Background: an optimization exercise with open tools, aiming at small area. Do not read the settings as production practice.
Where RTL was checked, it was by simulation tests only, not by an equivalence proof against the original.
Power figures rest on the tool's default switching activity, not on a simulated workload.

run A:
Design keypad_calc_top, start of the top module:
module keypad_calc_top (
    input  logic        clk,
    input  logic        reset_p,
    input  logic [3:0]  row,
    output logic [3:0]  col,
    output logic [3:0]  key_value,
    output logic        key_valid,
    output logic [53:0] result,
    output logic [63:0] result_bcd,
    output logic        result_ready
);
Size in the first run: ~210 flip-flops, about 130 I/O pins.
export LEC_CHECK = 0
export CAP_MARGIN = 20
export CORE_MARGIN = 10
export CORE_UTILIZATION = 70
export SLEW_MARGIN = 20
create_clock -name core_clock -period 260.0 [get_ports {clk}]
standard.sh (not shown) runs the stock make flow with config.mk's settings and CLKGATE_MAP_FILE= SYNTH_SCRIPT=/design/flow/synth_recipe.tcl, a recipe that flattens the netlist after the stock synthesis.
==> flow/flow/run.sh <==
#!/bin/bash
# Standard layout (the standard.sh, standard synthesis unchanged) with
# smaller port buffers and a leaner clock tree. Tool output: standard_flow.log
# here and the ORFS logs under orfs/logs.
set -euo pipefail
export BUFFER_PORTS_ARGS="-buffer_cell sky130_fd_sc_hd__buf_1"
export CTS_ARGS="-sink_clustering_enable -repair_clock_nets -dont_use_dummy_load -buf_list sky130_fd_sc_hd__clkbuf_16 -sink_clustering_size 30 -sink_clustering_max_diameter 80"
bash standard.sh > standard_flow.log 2>&1
> inputs changed (run A -> run B)
diff --git a/flow/flow/run.sh b/flow/flow/run.sh
--- a/flow/flow/run.sh
+++ b/flow/flow/run.sh
@@ -7 +7 @@
-export CTS_ARGS="-sink_clustering_enable -repair_clock_nets -dont_use_dummy_load -buf_list sky130_fd_sc_hd__clkbuf_16 -sink_clustering_size 30 -sink_clustering_max_diameter 80"
+export CTS_ARGS="-sink_clustering_enable -repair_clock_nets -dont_use_dummy_load -buf_list sky130_fd_sc_hd__clkbuf_8 -sink_clustering_size 20 -sink_clustering_max_diameter 60"
Run B ended with more number of clock buffers in the layout than run A. Going from run A to run B, share of total power in the clock network down 3.5 points; share of the clock period used by the worst path flat; total met3 wirelength after detailed routing down 31 um; overall routed net length down 140 um; wire length of the first global-routing pass down 0.89%. Summary — sequential share of layout area, run B relative to run A: higher, by 0.37 points. Via count (run B over run A): decrease, 57. Cmp run B vs run A: minimum clock period after layout higher in run B.


The RTL this note starts from:
==> flow/design.v <==
package calc_pkg;
    typedef logic [3:0] key_code_t;
    localparam key_code_t KEY_1      = 4'h0;
    localparam key_code_t KEY_2      = 4'h1;
    localparam key_code_t KEY_3      = 4'h2;
    localparam key_code_t KEY_ADD    = 4'h3;
    localparam key_code_t KEY_4      = 4'h4;
    localparam key_code_t KEY_5      = 4'h5;
    localparam key_code_t KEY_6      = 4'h6;
    localparam key_code_t KEY_SUB    = 4'h7;
    localparam key_code_t KEY_7      = 4'h8;
    localparam key_code_t KEY_8      = 4'h9;
    localparam key_code_t KEY_9      = 4'ha;
    localparam key_code_t KEY_MUL    = 4'hb;
    localparam key_code_t KEY_CLEAR  = 4'hc;
    localparam key_code_t KEY_0      = 4'hd;
    localparam key_code_t KEY_EQUALS = 4'he;
    localparam key_code_t KEY_DIV    = 4'hf;
    typedef enum logic [4:0] {
        SCAN_0   = 5'b00001,
        SCAN_1   = 5'b00010,
        SCAN_2   = 5'b00100,
        SCAN_3   = 5'b01000,
        KEY_HELD = 5'b10000
    } scan_state_t;
    typedef enum logic [2:0] {OP_NONE, OP_ADD, OP_SUB, OP_MUL, OP_DIV} calc_op_t;
    localparam int OPERAND_W        = 32;
    localparam int RESULT_W         = 54;
    localparam int BCD_DIGITS       = 16;
    localparam int SCAN_TICK_CYCLES = 64;    
endpackage
module keypad_scanner (
    input  logic       clk,
    input  logic       reset_p,
    input  logic [3:0] row,
    output logic [3:0] col,
    output logic [3:0] key_value,
    output logic       key_valid,
    output logic [5:0] tc,           
    output logic       cap,          
    output logic [3:0] cap_code      
);
    logic [1:0] cidx;
    logic [1:0] rlow;
    logic       tick;
    logic       row_any;
    assign tick    = &tc;
    assign row_any = |row;
    assign rlow    = row[0] ? 2'd0 : row[1] ? 2'd1 : row[2] ? 2'd2 : 2'd3;
    assign col     = 4'b0001 << cidx;
    assign cap     = tick & ~key_valid & row_any;
    assign cap_code = {rlow, cidx};
    always_ff @(posedge clk or posedge reset_p) begin
        if (reset_p) begin
            tc        <= '0;
            cidx      <= '0;
            key_valid <= 1'b0;
            key_value <= '0;
        end else begin
            tc <= tc + 1'b1;
            if (tick) begin
                if (!key_valid) begin
                    if (row_any) begin
                        key_valid <= 1'b1;
                        key_value <= cap_code;
                    end else begin
                        cidx <= cidx + 1'b1;
                    end
                end else if (!row_any) begin
                    key_valid <= 1'b0;
                    cidx      <= '0;
                end
            end
        end
    end
endmodule
module calc_core (
    input  logic        clk,
    input  logic        reset_p,
    input  logic [5:0]  tc,
    input  logic        cap,
    input  logic [3:0]  cap_code,
    input  logic [3:0]  key_value,
    output logic [53:0] result,
    output logic [63:0] result_bcd,
    output logic        result_ready
);
    logic k_dig, k_clr, k_op, k_eq;
    assign k_op  = (cap_code[1:0] == 2'd3);
    assign k_clr = (cap_code == 4'hc);
    assign k_eq  = (cap_code == 4'he);
    assign k_dig = ~k_op & ~k_clr & ~k_eq;
    logic [3:0] dval;
    always_comb begin
        case (key_value[3:2])
            2'd0:    dval = {2'b00, key_value[1:0]} + 4'd1;
            2'd1:    dval = {2'b00, key_value[1:0]} + 4'd4;
            2'd2:    dval = {2'b00, key_value[1:0]} + 4'd7;
            default: dval = 4'd0;
        endcase
    end
    logic        second, ev, fv, ent;
    logic [1:0]  op;       
    logic [1:0]  ph;
    logic [31:0] E, F;
    logic [53:0] R;
    logic [63:0] D;
    logic op_key, eq_key;
    assign op_key = cap & k_op & ~second;
    assign eq_key = cap & k_eq & second;
    logic       p1d, p2d, p3d;
    logic [1:0] ec;
    logic       dbit;
    logic [2:0] et;
    assign dbit = (tc[4:2] == 3'd0) & dval[tc[1:0]];
    assign et   = {2'b00, p1d} + {2'b00, p3d} + {2'b00, dbit} + {1'b0, ec};
    always_ff @(posedge clk) begin
        p1d <= ent & E[0] & ev;
        p2d <= p1d;
        p3d <= p2d;
        ec  <= ent ? et[2:1] : 2'd0;
    end
    logic        ph1, ph2, ph3, step, xfer, bcd_step, first;
    logic        is_div, is_mul, last;
    logic        abit, bz;
    logic        sel_r, lsb, m, inv, r_en;
    logic [53:0] X, Y, sum;
    logic        q;
    assign ph1      = (ph == 2'd1);
    assign ph2      = (ph == 2'd2);
    assign ph3      = (ph == 2'd3);
    assign step     = ph1 & ~tc[5];
    assign xfer     = ph1 & tc[5] & is_div;
    assign bcd_step = ph2 | (ph3 & (tc < 6'd44));
    assign first    = (tc[4:0] == 5'd0);
    assign last     = (tc[4:0] == 5'd31);
    assign is_div   = (op == 2'd3);
    assign is_mul   = (op == 2'd2);
    assign abit     = F[~tc[4:0]] & fv;
    assign bz       = ~ev | (E == 32'd0);
    always_comb begin
        sel_r = 1'b1;
        lsb   = 1'b0;
        m     = 1'b0;
        inv   = 1'b0;
        r_en  = 1'b0;
        if (step) begin
            sel_r = ~first;
            r_en  = 1'b1;
            if (is_div) begin
                lsb = abit;
                m   = ev;
                inv = first | ~R[33];
            end else if (is_mul) begin
                m   = abit & ev;
            end else begin
                lsb = abit;
                m   = last & ev;
                inv = last & op[0];
            end
        end else if (xfer) begin
            sel_r = ~first;
            lsb   = D[15] & ~bz;
            r_en  = 1'b1;
        end else if (bcd_step) begin
            lsb  = R[53];
            r_en = ~tc[0];
        end
    end
    assign X   = {R[52:33], R[32:0] & {33{sel_r}}, lsb};
    assign Y   = {{22{inv}}, ({32{m}} & E) ^ {32{inv}}};
    logic [54:0] cy;
    always_comb begin
        cy[0] = inv;
        for (int i = 0; i < 54; i++) begin
            sum[i]    = X[i] ^ Y[i] ^ cy[i];
            cy[i + 1] = (X[i] & Y[i]) | (cy[i] & (X[i] ^ Y[i]));
        end
    end
    assign q   = ~sum[33];
    logic [31:0] d_half;
    logic        d_cy, cf, kill;
    bin_to_bcd u_dd (
        .d      (D[31:0]),
        .adj    (bcd_step),
        .bit_in (step ? q : (bcd_step & (tc[0] ? cf : R[53]))),
        .d_next (d_half),
        .carry  (d_cy)
    );
    assign kill = ph1 & tc[5];
    always_ff @(posedge clk)
        cf <= d_cy;
    always_ff @(posedge clk) begin
        if (ent)
            E <= {et[0], E[31:1]};
        if (op_key) begin
            F  <= E;
            fv <= ev;
            op <= cap_code[3:2];
        end
        if (r_en)
            R <= sum;
        if (ph1 | bcd_step)
            D <= {d_half[31:17], d_half[16] & ~kill, d_half[15:0], D[63:32]};
    end
    always_ff @(posedge clk or posedge reset_p) begin
        if (reset_p) begin
            second <= 1'b0;
            ev     <= 1'b0;
            ent    <= 1'b0;
            ph     <= 2'd0;
        end else begin
            if (cap & k_dig)
                ent <= 1'b1;
            else if (last)
                ent <= 1'b0;
            if (ent & last)
                ev <= 1'b1;
            else if ((cap & k_clr) | op_key | (ph1 & (&tc)))
                ev <= 1'b0;
            if (op_key)
                second <= 1'b1;
            else if (eq_key)
                second <= 1'b0;
            if (eq_key)
                ph <= 2'd1;
            else if (ph1 & (&tc))
                ph <= 2'd2;
            else if (ph2 & (&tc))
                ph <= 2'd3;
            else if (result_ready)
                ph <= 2'd0;
        end
    end
    assign result_ready = ph3 & (tc == 6'd44);
    assign result       = R;
    assign result_bcd   = D;
endmodule
module bin_to_bcd (
    input  logic [31:0] d,
    input  logic        adj,
    input  logic        bit_in,
    output logic [31:0] d_next,
    output logic        carry
);
    logic [31:0] a;
    always_comb begin
        for (int i = 0; i < 8; i++) begin
            logic a3, a2, a1, a0, ge5;
            {a3, a2, a1, a0} = d[4*i +: 4];
            ge5 = adj & (a3 | (a2 & (a1 | a0)));
            a[4*i + 3] = ge5 | a3;
            a[4*i + 2] = ge5 ? a3 & a0 : a2;
            a[4*i + 1] = ge5 ? (a3 ? ~a0 : a1 & a0) : a1;
            a[4*i + 0] = ge5 ^ a0;
        end
    end
    assign d_next = {a[30:0], bit_in};
    assign carry  = a[31];
endmodule
module keypad_calc_top (
    input  logic        clk,
    input  logic        reset_p,
    input  logic [3:0]  row,
    output logic [3:0]  col,
    output logic [3:0]  key_value,
    output logic        key_valid,
    output logic [53:0] result,
    output logic [63:0] result_bcd,
    output logic        result_ready
);
    logic [5:0] tc;
    logic       cap;
    logic [3:0] cap_code;
    keypad_scanner u_scanner (
        .clk       (clk),
        .reset_p   (reset_p),
        .row       (row),
        .col       (col),
        .key_value (key_value),
        .key_valid (key_valid),
        .tc        (tc),
        .cap       (cap),
        .cap_code  (cap_code)
    );
    calc_core u_calc (
        .clk          (clk),
        .reset_p      (reset_p),
        .tc           (tc),
        .cap          (cap),
        .cap_code     (cap_code),
        .key_value    (key_value),
        .result       (result),
        .result_bcd   (result_bcd),
        .result_ready (result_ready)
    );
endmodule
Settings: LEC_CHECK=0, CAP_MARGIN=20, CORE_MARGIN=10, CORE_UTILIZATION=35, CTS_BUF_LIST=sky130_fd_sc_hd__clkbuf_4, SLEW_MARGIN=20; clock period 260.0 ns.
run.sh (not shown) runs the stock make flow with config.mk's settings and CLKGATE_MAP_FILE= SYNTH_SCRIPT=/design/flow/synth_recipe.tcl, a recipe that flattens the netlist after the stock synthesis.
Stock flow here: none of the scripts above is used.
The first run finished with timing, DRC and antenna clean.
Edit:
- CTS_BUF_LIST: sky130_fd_sc_hd__clkbuf_4 -> sky130_fd_sc_hd__clkbuf_8
The changed run finished clean.
Sequential power stays flat.
Area after synthesis stays the same.
Sequential share of layout area rose by 0.33 points.
Utilization fell by 0.30 points.
Edit:
==> flow/flow/run.sh (new file) <==
#!/bin/bash
# The standard layout (the standard.sh, standard synthesis unchanged),
# with two placement/CTS arguments changed:
#  - port buffers use the smallest buffer cell instead of clkdlybuf4s50_1
#  - clock tree: clkbuf_8 buffers, larger sink clusters, no dummy loads
set -euo pipefail
export BUFFER_PORTS_ARGS="-buffer_cell sky130_fd_sc_hd__buf_1"
export CTS_ARGS="-sink_clustering_enable -repair_clock_nets -dont_use_dummy_load -buf_list sky130_fd_sc_hd__clkbuf_8 -sink_clustering_size 30"
bash standard.sh > standard_flow.log 2>&1
==> flow/standard.sh (new file) <==
#!/bin/bash
# synth_recipe.tcl (not shown) runs the flow's synth.tcl, then flattens the netlist and writes it again
# the make line also repeats each setting of config.mk as NAME=value (left out here)
make -C /OpenROAD-flow-scripts/flow DESIGN_CONFIG=/design/flow/config.mk WORK_HOME=/design/flow/orfs CLKGATE_MAP_FILE= SYNTH_SCRIPT=/design/flow/synth_recipe.tcl "${@:-finish}"
- CTS_BUF_LIST: sky130_fd_sc_hd__clkbuf_8 -> unset
removed: flow/run.sh
Result:
- The changed run produced a clean layout
- via count came out lower slightly
- core utilization came out lower by 3.6 points
- die area stays the same
- cell count came out lower by a few percent
- total power came out lower by roughly a tenth
- worst setup slack improved by 480 ps
- sequential share of layout area came out higher by 4.4 points
- sequential power hardly moves
- area after synthesis stays the same
No run of this note included a check of the RTL's function; only the layout flow was run.


v16:
keypad_calc_top, a different RTL version from the one above (not shown whole).
Size in the first run: about 620 cells after synthesis, ~130 I/O pins, roughly 0.0091 mm² of cells after synthesis.
==> flow/config.mk <==
export PLATFORM = sky130hd
export DESIGN_NAME = keypad_calc_top
export DESIGN_NICKNAME = keypad_calc_top
export VERILOG_FILES = /design/flow/design.v
export SDC_FILE = /design/flow/constraint.sdc
export NUM_CORES = 4
export LEC_CHECK = 0
export CAP_MARGIN = 0
export CORE_MARGIN = 10
export CORE_UTILIZATION = 70
export SLEW_MARGIN = 0
==> flow/constraint.sdc <==
create_clock -name core_clock -period 260.0 [get_ports {clk}]
set_input_delay 52.0000 -clock core_clock [delete_from_list [all_inputs] [get_ports {clk}]]
set_output_delay 52.0000 -clock core_clock [all_outputs]
set_load 0.01 [all_outputs]
standard.sh (not shown) runs the stock make flow with config.mk's settings and CLKGATE_MAP_FILE= SYNTH_SCRIPT=/design/flow/synth_recipe.tcl, a recipe that flattens the netlist after the stock synthesis.
==> flow/flow/run.sh <==
#!/bin/bash
# Standard layout (the standard.sh) with three changes:
#  - after the standard synthesis, its combinational logic is re-mapped for
#    area by ABC (flow/resyn.tcl); registers and full adders are untouched,
#    and flow/equiv.tcl proves the result equal to the standard netlist
#  - port buffers use the smallest buffer cell
#  - a leaner clock tree (clkbuf_8, clusters of 22, no dummy loads)
# Each tool's output goes to a log file in this folder.
set -euo pipefail
export BUFFER_PORTS_ARGS="-buffer_cell sky130_fd_sc_hd__buf_1"
export CTS_ARGS="-sink_clustering_enable -repair_clock_nets -dont_use_dummy_load -buf_list sky130_fd_sc_hd__clkbuf_8 -sink_clustering_size 22 -sink_clustering_max_diameter 45"
bash standard.sh synth > standard_synth.log 2>&1
RES=orfs/results/sky130hd/keypad_calc_top/base
cp $RES/1_2_yosys.v standard_synth.v
export RESYN_IN=$(pwd)/standard_synth.v RESYN_OUT=$(pwd)/resyn.v RESYN_SCRIPT=$(pwd)/flow/resyn.abc
$FLOW_HOME/../tools/install/yosys/bin/yosys -c flow/resyn.tcl > resyn_yosys.log 2>&1
$FLOW_HOME/../tools/install/yosys/bin/yosys -c flow/equiv.tcl > resyn_equiv.log 2>&1
if grep -q -e assign -e '\$lut' resyn.v; then echo "resyn.v is not a plain cell netlist" >&2; exit 1; fi
cp resyn.v $RES/1_2_yosys.v
bash standard.sh > standard_flow.log 2>&1
==> flow/flow/resyn.abc <==
strash
dc2
dch -f
map -a
mfs2 -a
strash
&get -n
&st
&dch -f
&nf -a -R 1000
&put
topo
==> flow/flow/resyn.tcl <==
# Re-map the combinational logic of the standard synthesis for area.
# Flip-flops, full adders and tie cells are kept exactly as the
# standard synthesis made them (same instances, names and cell types).
yosys -import
set lib $::env(FLOW_HOME)/platforms/sky130hd/lib/sky130_fd_sc_hd__tt_025C_1v80.lib
read_liberty -ignore_miss_func -ignore_miss_dir $lib
read_verilog $::env(RESYN_IN)
hierarchy -top $::env(FLOW_TOP)
set keep {}
foreach c [list fa_1 fa_2 fa_4 conb_1] { lappend keep sky130_fd_sc_hd__$c }
# every sequential cell of the library stays a black box
foreach c {dfrtp_1 dfrtp_2 dfrtp_4 dfxtp_1 dfxtp_2 dfxtp_4 edfxtp_1 dfstp_1 dfstp_2 dfstp_4 dfrbp_1 dfrbp_2 dfsbp_1 dfsbp_2 dfxbp_1 dfxbp_2 edfxbp_1 dfbbn_1 dfbbn_2 dfbbp_1 dfrtn_1} { lappend keep sky130_fd_sc_hd__$c }
foreach c $keep { setattr -mod -set blackbox 1 $c }
flatten
# wires named after the flattened cells' pins are not names of the design
yosys rename -hide w:_*_.*
opt_clean -purge
# the platform's don't-use cells (platforms/sky130hd/config.mk)
set f [open $::env(FLOW_HOME)/platforms/sky130hd/config.mk]
set cfg [read $f]
close $f
set dont_use {}
foreach c [lsort -unique [regexp -all -inline {sky130_fd_sc_hd__(?:probe|probec|lpflow)_\w+} $cfg]] {
    lappend dont_use -dont_use $c
}
abc -liberty $lib {*}$dont_use -script $::env(RESYN_SCRIPT)
opt_clean -purge
splitnets
opt_clean -purge
hilomap -singleton -hicell sky130_fd_sc_hd__conb_1 HI -locell sky130_fd_sc_hd__conb_1 LO
# (no pass-through wires to buffer: checked by run.sh)
opt_clean -purge
stat -liberty $lib
write_verilog -noattr -nohex -nodec $::env(RESYN_OUT)
Other scripts of this flow, unchanged in this note and not shown: flow/flow/equiv.tcl
v16: done, clean on timing, DRC and antenna
#### Input delta (v15 over v16)
# v16
export LEC_CHECK = 0
export CAP_MARGIN = 0
export CORE_MARGIN = 10
export CORE_UTILIZATION = 70
export SLEW_MARGIN = 0
create_clock -name core_clock -period 260.0 [get_ports {clk}]
# v15
export LEC_CHECK = 0
export CAP_MARGIN = 20
export CORE_MARGIN = 10
export CORE_UTILIZATION = 70
export SLEW_MARGIN = 20
create_clock -name core_clock -period 260.0 [get_ports {clk}]
--- a/flow/flow/run.sh
+++ b/flow/flow/run.sh
@@ -4,2 +4 @@
-#    area by ABC (flow/resyn.tcl); registers and full adders are untouched,
-#    and flow/equiv.tcl proves the result equal to the standard netlist
+#    area by ABC (flow/resyn.tcl); registers and adder cells are untouched
@@ -7 +6 @@
-#  - a leaner clock tree (clkbuf_8, clusters of 22, no dummy loads)
+#  - a leaner clock tree (clkbuf_4/8, clusters of 12, no dummy loads)
@@ -11 +10 @@
-export CTS_ARGS="-sink_clustering_enable -repair_clock_nets -dont_use_dummy_load -buf_list sky130_fd_sc_hd__clkbuf_8 -sink_clustering_size 22 -sink_clustering_max_diameter 45"
+export CTS_ARGS="-sink_clustering_enable -repair_clock_nets -dont_use_dummy_load -buf_list {sky130_fd_sc_hd__clkbuf_4 sky130_fd_sc_hd__clkbuf_8} -sink_clustering_size 12 -sink_clustering_max_diameter 40"
@@ -18 +17 @@
-if grep -q -e assign -e '\$lut' resyn.v; then echo "resyn.v is not a plain cell netlist" >&2; exit 1; fi
+if grep -q assign resyn.v; then echo "resyn.v has assign statements" >&2; exit 1; fi
==> flow/flow/resyn.abc <==
&get -n
&st
&dch -f
&nf -a -R 1000
&st
&dch -f
&nf -a -R 1000
&st
&dch -f
&nf -a -R 1000
&put
--- a/flow/flow/resyn.tcl
+++ b/flow/flow/resyn.tcl
@@ -2 +2 @@
-# Flip-flops, full adders and tie cells are kept exactly as the
+# Flip-flops, full/half adders and tie cells are kept exactly as the
@@ -10 +10 @@
-foreach c [list fa_1 fa_2 fa_4 conb_1] { lappend keep sky130_fd_sc_hd__$c }
+foreach c [list fa_1 fa_2 fa_4 ha_1 ha_2 ha_4 conb_1] { lappend keep sky130_fd_sc_hd__$c }
==> comparison <==
Summary of the comparison: cell area power density is lower in v15, relative to v16. v16 -> v15: detailed placer's ending HPWL increased by a few percent. Measured against each other, v15 and v16 differ in highest fanout seen on the critical path, the higher figure coming from v15. Against v16, setup slack in v15 came out worse. Synthesized area delta (v15 − v16): unfavourable. Comparing v16 against v15, there is no change at all in sequential cell count. Higher total number of tap cells among v15 and v16: v15. On v15: die height is 1.1% higher than what v16 gave.
Relative to v15, the following input files were edited for v55:
# v15
export LEC_CHECK = 0
export CAP_MARGIN = 20
export CORE_MARGIN = 10
export CORE_UTILIZATION = 70
export SLEW_MARGIN = 20
create_clock -name core_clock -period 260.0 [get_ports {clk}]
# v55
export LEC_CHECK = 0
export CAP_MARGIN = 0
export CORE_MARGIN = 10
export CORE_UTILIZATION = 70
export GPL_TIMING_DRIVEN = 0
export SLEW_MARGIN = 0
create_clock -name core_clock -period 260.0 [get_ports {clk}]
--- a/flow/flow/run.sh
+++ b/flow/flow/run.sh
@@ -4 +4,2 @@
-#    area by ABC (flow/resyn.tcl); registers and adder cells are untouched
+#    area by ABC (flow/resyn.tcl); registers and full adders are untouched,
+#    and flow/equiv.tcl proves the result equal to the standard netlist
@@ -6 +7 @@
-#  - a leaner clock tree (clkbuf_4/8, clusters of 12, no dummy loads)
+#  - a leaner clock tree (clkbuf_8, clusters of 18, no dummy loads)
@@ -10 +11 @@
-export CTS_ARGS="-sink_clustering_enable -repair_clock_nets -dont_use_dummy_load -buf_list {sky130_fd_sc_hd__clkbuf_4 sky130_fd_sc_hd__clkbuf_8} -sink_clustering_size 12 -sink_clustering_max_diameter 40"
+export CTS_ARGS="-sink_clustering_enable -repair_clock_nets -dont_use_dummy_load -buf_list sky130_fd_sc_hd__clkbuf_8 -sink_clustering_size 18 -sink_clustering_max_diameter 55"
@@ -17 +18 @@
-if grep -q assign resyn.v; then echo "resyn.v has assign statements" >&2; exit 1; fi
+if grep -q -e assign -e '\$lut' resyn.v; then echo "resyn.v is not a plain cell netlist" >&2; exit 1; fi
==> flow/flow/resyn.abc <==
strash
dc2
dch -f
map -a
mfs2 -a
strash
&get -n
&st
&dch -f
&nf -a -R 1000
&put
topo
--- a/flow/flow/resyn.tcl
+++ b/flow/flow/resyn.tcl
@@ -2 +2 @@
-# Flip-flops, full/half adders and tie cells are kept exactly as the
+# Flip-flops, full adders and tie cells are kept exactly as the
@@ -10 +10 @@
-foreach c [list fa_1 fa_2 fa_4 ha_1 ha_2 ha_4 conb_1] { lappend keep sky130_fd_sc_hd__$c }
+foreach c [list fa_1 fa_2 fa_4 conb_1] { lappend keep sky130_fd_sc_hd__$c }
[summary]
- Of the two values seen for start point of the critical path, u_scanner.tc[0] was produced by v15 and u_scanner.tc[2] by v55.
- Share of total power in the clock network ended up 8.2 points lower on v55 than on v15.
- For the ratio of routed vias to standard cells, v55 came in 2.1% higher than v15 did.
- Diff v15 -> v55: placed cell area went down; total routing usage reported by global routing went down; average size of a mapped cell went up; synthesized cell count went down.
- Changes observed in v55 relative to v15: period utilization did not really move; post-layout net count down 74; cell area now sits lower.
The following lists how v46 was set up differently from v55:
# v55
export LEC_CHECK = 0
export CAP_MARGIN = 0
export CORE_MARGIN = 10
export CORE_UTILIZATION = 70
export GPL_TIMING_DRIVEN = 0
export SLEW_MARGIN = 0
create_clock -name core_clock -period 260.0 [get_ports {clk}]
# v46
export LEC_CHECK = 0
export CAP_MARGIN = 20
export CORE_MARGIN = 10
export CORE_UTILIZATION = 70
export SLEW_MARGIN = 20
create_clock -name core_clock -period 260.0 [get_ports {clk}]
--- a/flow/flow/run.sh
+++ b/flow/flow/run.sh
@@ -7 +7 @@
-#  - a leaner clock tree (clkbuf_8, clusters of 18, no dummy loads)
+#  - a leaner clock tree (clkbuf_4, clusters of 10, no dummy loads)
@@ -11 +11 @@
-export CTS_ARGS="-sink_clustering_enable -repair_clock_nets -dont_use_dummy_load -buf_list sky130_fd_sc_hd__clkbuf_8 -sink_clustering_size 18 -sink_clustering_max_diameter 55"
+export CTS_ARGS="-sink_clustering_enable -repair_clock_nets -dont_use_dummy_load -buf_list sky130_fd_sc_hd__clkbuf_4 -sink_clustering_size 10 -sink_clustering_max_diameter 40"
==> flow/flow/resyn.abc <==
strash
dc2
dch -f
map -a
mfs2 -a
strash
dch -f
map -a
topo
Notes after the runs:
- The synthesized area per cell in v46 was lower than what v55 gave.
- In the final reports, the cell area of v46 is larger than that of v55.
- Going from v55 to v46, internal power went down, area after synthesis went up 0.58%.
Setup changes, v46 to v34
# v46
export LEC_CHECK = 0
export CAP_MARGIN = 20
export CORE_MARGIN = 10
export CORE_UTILIZATION = 70
export SLEW_MARGIN = 20
create_clock -name core_clock -period 260.0 [get_ports {clk}]
# v34
export LEC_CHECK = 0
export CAP_MARGIN = 0
export CORE_MARGIN = 10
export CORE_UTILIZATION = 70
export SLEW_MARGIN = 0
create_clock -name core_clock -period 260.0 [get_ports {clk}]
--- a/flow/flow/run.sh
+++ b/flow/flow/run.sh
@@ -7 +7 @@
-#  - a leaner clock tree (clkbuf_4, clusters of 10, no dummy loads)
+#  - a leaner clock tree (clkbuf_8, clusters of 18, no dummy loads)
@@ -11 +11 @@
-export CTS_ARGS="-sink_clustering_enable -repair_clock_nets -dont_use_dummy_load -buf_list sky130_fd_sc_hd__clkbuf_4 -sink_clustering_size 10 -sink_clustering_max_diameter 40"
+export CTS_ARGS="-sink_clustering_enable -repair_clock_nets -dont_use_dummy_load -buf_list sky130_fd_sc_hd__clkbuf_8 -sink_clustering_size 18 -sink_clustering_max_diameter 55"
==> flow/flow/resyn.abc <==
strash
dc2
dch -f
map -a
mfs2 -a
strash
&get -n
&st
&dch -f
&nf -a -R 1000
&put
topo
## What came out
- Taking v34 over v46, the non-filler instance count after layout ratio works out to 0.937.
- Core utilization for v34 is lower than for v46.
- Against v46, maximum VDD drop in v34 came out worse.
- In v34 the first-pass GRT wire length turned out about 7% lower than in v46.
- On die height, v46 and v34 are neck and neck.
- Comparing v46 and v34, count of inverters not on the clock network in the layout is higher on v46.

==> re-timing with driven ports <==
No port has a modelled driver above. Below, the same layouts with a new extraction and two added sets of constraints.
Step 1: set_driving_cell puts a clkbuf_16 on clk and a buf_2 on each other input, an assumption about the parent block.
Step 2, shift: input delay + t, output delay - t, t = (earliest + latest rising clock arrival at the registers) / 2. This alone moves slack from input paths to output paths.
Slacks: ideal ports / drivers / drivers and shift; pairs: ideal ports / drivers.
run	shift t [ns]	slack for setup (ns)	worst register clock-pin slew, ns
run A	0.485	205.780 / 205.738 / 206.144	0.11 / 0.11
run B	0.498	205.756 / 205.718 / 206.094	0.11 / 0.11
the first run of note 2	0.701	205.221 / 205.176 / 205.877	0.07 / 0.07
the second run of note 2	0.568	205.326 / 205.286 / 205.854	0.07 / 0.07
the third run of note 2	0.544	205.805 / 205.766 / 206.310	0.06 / 0.06
v16	0.544	206.158 / 206.118 / 206.064	0.10 / 0.10
v15	0.557	205.742 / 205.705 / 205.889	0.08 / 0.08
v55	0.529	206.120 / 206.084 / 205.696	0.11 / 0.11
v46	0.664	205.929 / 205.890 / 205.763	0.11 / 0.11
v34	0.522	206.180 / 206.142 / 206.109	0.11 / 0.11
After both steps setup and hold are still met in every run listed. For v55, which loses most, drivers alone change the setup slack by -0.036 ns; drivers and shift together by -0.424 ns.
